Context: an optimization exercise on an open-source flow, tuned for small area, a short achievable clock period and few clock cycles. The choices shown serve that exercise and are no tape-out recipe.
Function was checked by simulation only, so behaviour that the tests miss may differ from the original.
Power is estimated from default activity; no workload was simulated.

==> flow/design.v <==
`timescale 1ns/1ps
`default_nettype none
module dcache_port (
    input  logic        clk,
    input  logic        rstn,
    input  logic        req_valid,
    input  logic [63:0] req_address,
    input  logic [63:0] req_value,
    input  logic [1:0]  req_op,
    input  logic [1:0]  req_size,
    input  logic        req_unsigned,
    input  logic [3:0]  req_amo,
    output logic        req_ready,
    output logic        resp_valid,
    output logic [63:0] resp_value,
    output logic        ex_valid,
    output logic        ex_cause,
    output logic [63:0] ex_tval,
    output logic        ar_valid,
    output logic [63:0] ar_addr,
    input  logic        ar_ready,
    input  logic        r_valid,
    input  logic [63:0] r_data,
    output logic        aw_valid,
    output logic [63:0] aw_addr,
    input  logic        aw_ready,
    output logic        w_valid,
    output logic [63:0] w_data,
    output logic [7:0]  w_strb,
    input  logic        w_ready,
    input  logic        b_valid
);
    logic busy_q;    
    logic ex_q;      
    logic arp_q;     
    logic rw_q;      
    logic awp_q;     
    logic wp_q;      
    logic bw_q;      
    logic calc_q;    
    logic mm_q;      
    logic        ld_q;
    logic [63:0] addr_q;
    logic [63:0] val_q;     
    logic [63:0] old_q;     
    logic [7:0]  o1_q;                   
    logic        f1_q, f2_q, f4_q;       
    logic        sx_q;                   
    logic        sub_q, add_q, kp_q, kg_q, kv_q, sgn_q, max_q;   
    logic        cause_q;
    logic is_load, is_store, misal;
    assign is_load  = req_op == 2'd0;
    assign is_store = req_op == 2'd1;
    always_comb begin
        unique case (req_size)
            2'd0: misal = 1'b0;
            2'd1: misal = req_address[0];
            2'd2: misal = |req_address[1:0];
            default: misal = |req_address[2:0];
        endcase
    end
    logic rdone, done, acc, acc_rd, acc_st, amo_rd;
    assign rdone      = rw_q & r_valid;
    assign amo_rd     = rdone & ~ld_q;
    assign resp_valid = (rdone & ld_q) | (bw_q & b_valid);
    assign done       = resp_valid | ex_q;
    assign req_ready  = ~busy_q | done;
    assign acc        = req_valid & req_ready;
    assign acc_rd     = acc & ~misal & ~is_store;
    assign acc_st     = acc & ~misal & is_store;
    assign ex_valid = ex_q;
    assign ex_cause = cause_q;
    assign ex_tval  = addr_q;
    logic [63:0] addr_out;
    assign addr_out = (arp_q | awp_q) ? addr_q : req_address;
    assign ar_valid = arp_q | acc_rd;
    assign ar_addr  = addr_out;
    assign aw_valid = awp_q | acc_st;
    assign aw_addr  = addr_out;
    logic [7:0]  lb [8];
    logic [7:0]  sg, o1;
    logic        f1, f2, f4;
    logic [7:0]  b0, b1, b2, b3;
    logic        ext;
    logic [63:0] aligned;
    always_comb begin
        for (int k = 0; k < 8; k++) lb[k] = r_data[8*k +: 8];
        o1 = o1_q & {8{rw_q}};
        f1 = f1_q & rw_q;
        f2 = f2_q & rw_q;
        f4 = f4_q & rw_q;
        for (int k = 0; k < 8; k++) begin
            sg[k] = o1[k] & ~f1_q;
            if (k % 2 == 1) sg[k] = sg[k] | (o1[k-1] & f1_q & ~f2_q);
            if (k % 4 == 3) sg[k] = sg[k] | (o1[k-3] & f2_q & ~f4_q);
            sg[k] = sg[k] & sx_q;
        end
        b0 = '0; b1 = '0; b2 = '0; b3 = '0; ext = 1'b0;
        for (int k = 0; k < 8; k++) begin
            b0  |= lb[k] & {8{o1[k]}};
            ext |= lb[k][7] & sg[k];
        end
        for (int k = 0; k < 4; k++) b1 |= lb[2*k+1] & {8{o1[2*k]}};
        for (int k = 0; k < 2; k++) begin
            b2 |= lb[4*k+2] & {8{o1[4*k]}};
            b3 |= lb[4*k+3] & {8{o1[4*k]}};
        end
        aligned[7:0]   = b0;
        aligned[15:8]  = (b1 & {8{f1}}) | {8{ext & ~f1_q}};
        aligned[31:16] = ({b3, b2} & {16{f2}}) | {16{ext & ~f2_q}};
        aligned[63:32] = (r_data[63:32] & {32{f4}}) | {32{ext & ~f4_q}};
    end
    assign resp_value = aligned | (old_q & {64{~rw_q}});
    logic [63:0] wsrc;
    logic [1:0]  wsize;
    logic [2:0]  woff;
    logic [7:0]  strb_base;
    assign wsrc  = ~wp_q ? req_value : mm_q ? old_q : val_q;
    assign wsize = wp_q ? {f2_q, (f1_q & ~f2_q) | f4_q} : req_size;
    assign woff  = wp_q ? addr_q[2:0] : req_address[2:0];
    always_comb begin
        unique case (wsize)
            2'd0: begin w_data = {8{wsrc[7:0]}};  strb_base = 8'h01; end
            2'd1: begin w_data = {4{wsrc[15:0]}}; strb_base = 8'h03; end
            2'd2: begin w_data = {2{wsrc[31:0]}}; strb_base = 8'h0f; end
            default: begin w_data = wsrc;         strb_base = 8'hff; end
        endcase
    end
    assign w_strb  = strb_base << woff;
    assign w_valid = wp_q | acc_st;
    logic        sub, word, lt_u, lt, take_old, is_add, c32, c64;
    logic [63:0] pg_p, pg_g, cy, lres, alu;
    assign sub  = sub_q;
    assign word = f2_q & ~f4_q;
    assign pg_p = old_q ^ val_q;
    assign pg_g = old_q & val_q;
    always_comb begin
        logic [63:0] gg, pp;
        gg = pg_g;
        pp = pg_p;
        gg[0] = pg_g[0] | (pg_p[0] & sub);
        for (int l = 0; l < 6; l++)
            for (int j = 0; j < 64; j++)
                if (j[l]) begin
                    gg[j] = gg[j] | (pp[j] & gg[((j >> l) << l) - 1]);
                    pp[j] = pp[j] & pp[((j >> l) << l) - 1];
                end
        cy  = {gg[62:0], sub};
        c64 = gg[63];
    end
    assign c32  = cy[32];
    assign lt_u = word ? ~c32 : ~c64;
    always_comb begin
        logic so, sv;
        so = word ? old_q[31] : old_q[63];
        sv = word ? ~val_q[31] : ~val_q[63];
        lt = (sgn_q & (so ^ sv)) ? so : lt_u;
    end
    assign take_old = lt ^ max_q;
    assign is_add   = add_q;
    always_comb begin
        lres = (pg_p & {64{kp_q}}) | (pg_g & {64{kg_q}}) | (val_q & {64{kv_q}})
             | (~val_q & {64{sub_q}});
    end
    assign alu = is_add ? pg_p ^ cy : lres;
    logic acc_inv, d_add, d_kp, d_kg, d_sgn, d_max;
    assign acc_inv = req_op == 2'd2
                   & (req_amo[3] | (req_amo[2] & req_amo[0]) | (req_amo[2] & req_amo[1]));
    assign d_add   = req_amo == 4'd1;
    assign d_kp    = req_amo == 4'd2 || req_amo == 4'd4;
    assign d_kg    = req_amo == 4'd3 || req_amo == 4'd4;
    assign d_sgn   = req_amo == 4'd5 || req_amo == 4'd6;
    assign d_max   = req_amo == 4'd6 || req_amo == 4'd8;
    always_ff @(posedge clk or negedge rstn) begin
        if (!rstn) begin
            busy_q <= 1'b0;
            ex_q   <= 1'b0;
            arp_q  <= 1'b0;
            rw_q   <= 1'b0;
            awp_q  <= 1'b0;
            wp_q   <= 1'b0;
            bw_q   <= 1'b0;
            calc_q <= 1'b0;
            mm_q   <= 1'b0;
        end else begin
            busy_q <= acc | (busy_q & ~done);
            ex_q   <= acc & misal;
            arp_q  <= ar_valid & ~ar_ready;
            rw_q   <= acc_rd | (rw_q & ~r_valid);
            awp_q  <= (aw_valid & ~aw_ready) | amo_rd;
            wp_q   <= (w_valid & ~w_ready) | calc_q;
            bw_q   <= acc_st | amo_rd | (bw_q & ~b_valid);
            calc_q <= amo_rd;
            if (acc) mm_q <= 1'b0;
            else if (calc_q) mm_q <= sub & take_old;
        end
    end
    always_ff @(posedge clk) begin
        if (acc) begin
            ld_q    <= is_load;
            addr_q  <= req_address;
            o1_q    <= 8'd1 << req_address[2:0];
            f1_q    <= req_size != 2'd0;
            f2_q    <= req_size[1];
            f4_q    <= req_size == 2'd3;
            sx_q    <= ~(req_unsigned & is_load);
            sub_q   <= acc_inv;
            add_q   <= d_add;
            kp_q    <= d_kp;
            kg_q    <= d_kg;
            kv_q    <= ~(acc_inv | d_add | d_kp | d_kg);
            sgn_q   <= d_sgn;
            max_q   <= d_max;
            cause_q <= ~is_load;
        end
        if (acc) val_q <= req_value ^ {64{acc_inv}};
        else if (calc_q) val_q <= alu;
        if (amo_rd) old_q <= aligned;
    end
endmodule
`default_nettype wire
Settings: LEC_CHECK=0, CAP_MARGIN=20, CORE_MARGIN=2, CORE_UTILIZATION=40, CTS_BUF_LIST=sky130_fd_sc_hd__clkbuf_8, SETUP_SLACK_MARGIN=2.5, SLEW_MARGIN=20, TNS_END_PERCENT=0; clock period 6.5 ns.
standard.sh (not shown) runs the stock make flow with config.mk's settings and CLKGATE_MAP_FILE= SYNTH_SCRIPT=/design/flow/synth_recipe.tcl, a recipe that flattens the netlist after the stock synthesis.
==> flow/flow/run.sh <==
#!/bin/bash
set -euo pipefail
bash standard.sh BUFFER_PORTS_ARGS="-buffer_cell sky130_fd_sc_hd__buf_1" finish > make_finish.log 2>&1
The first run ran to the end with no violations.
Testbench counts at the start, summed over its fixed seeds: cycles 15,767.
Next try:
--- a/flow/design.v
+++ b/flow/design.v
@@ -73,5 +73,7 @@
     assign ex_tval  = addr_q;
     logic [63:0] addr_out;
-    assign addr_out = (arp_q | awp_q) ? addr_q : req_address;
+    logic        hold_a, hold_v;
+    assign hold_a   = arp_q | awp_q | wp_q | (rw_q & ~ld_q);
+    assign addr_out = hold_a ? addr_q : req_address;
     assign ar_valid = arp_q | acc_rd;
     assign ar_addr  = addr_out;
@@ -116,5 +118,8 @@
     logic [2:0]  woff;
     logic [7:0]  strb_base;
-    assign wsrc  = ~wp_q ? req_value : mm_q ? old_q : val_q;
+    logic [63:0] wbase;
+    assign hold_v = wp_q | (rw_q & ~ld_q);
+    assign wbase  = hold_v ? val_q : req_value;
+    assign wsrc   = mm_q ? old_q : wbase;
     assign wsize = wp_q ? {f2_q, (f1_q & ~f2_q) | f4_q} : req_size;
     assign woff  = wp_q ? addr_q[2:0] : req_address[2:0];
@@ -192,6 +197,6 @@
             bw_q   <= acc_st | amo_rd | (bw_q & ~b_valid);
             calc_q <= amo_rd;
-            if (acc) mm_q <= 1'b0;
-            else if (calc_q) mm_q <= sub & take_old;
+            if (calc_q) mm_q <= sub & take_old;
+            else if (w_valid & w_ready) mm_q <= 1'b0;
         end
     end
@@ -199,5 +204,4 @@
         if (acc) begin
             ld_q    <= is_load;
-            addr_q  <= req_address;
             o1_q    <= 8'd1 << req_address[2:0];
             f1_q    <= req_size != 2'd0;
@@ -214,7 +218,7 @@
             cause_q <= ~is_load;
         end
-        if (acc) val_q <= req_value ^ {64{acc_inv}};
-        else if (calc_q) val_q <= alu;
-        if (amo_rd) old_q <= aligned;
+        addr_q <= addr_out;
+        val_q  <= (calc_q || (amo_rd && sub)) ? alu : wbase;
+        old_q  <= resp_value;
     end
 endmodule
Routed wire length came out lower by a few percent.
Total power goes up by well over a third.
Cell count fell by a few percent.
Hold slack is worse by 0.021 ns.
Flip-flop and latch count stays the same.
Count of clock-buffer cells in the layout went up by 9.
First-iteration DRC count falls by roughly a tenth.
Synthesized area came out lower by roughly a tenth.
Cell area shrinks by a little under a tenth.
Global-route usage increases by 3.6 points.
Testbench counts after the change, summed over its fixed seeds: cycles 15,767.

-- what the ideal ports hide --
Ports are ideal in the flow. The routed layouts listed here were re-timed in OpenROAD. Step 1: set_driving_cell puts a clkbuf_16 on clk and a buf_2 on each other input, an assumption about the parent block. Step 2 moves the port delays by t, midway between the first and last clock arrival at a register: inputs arrive t later, outputs are due t later. That takes back most of the time a late clock gives input paths. Three values: no drivers, after step 1, after step 2; two values: the first two.
run	shift t [ns]	setup slack, ns	cell pins on the clock port's net
the first run	0.657	2.292 / 2.159 / 1.993	1
the second run	0.683	2.159 / 2.067 / 2.067	1
After both steps setup and hold are still met in every run listed. The setup slack of the first run, which loses most, moves by -0.133 ns with the drivers and by -0.299 ns with both steps.
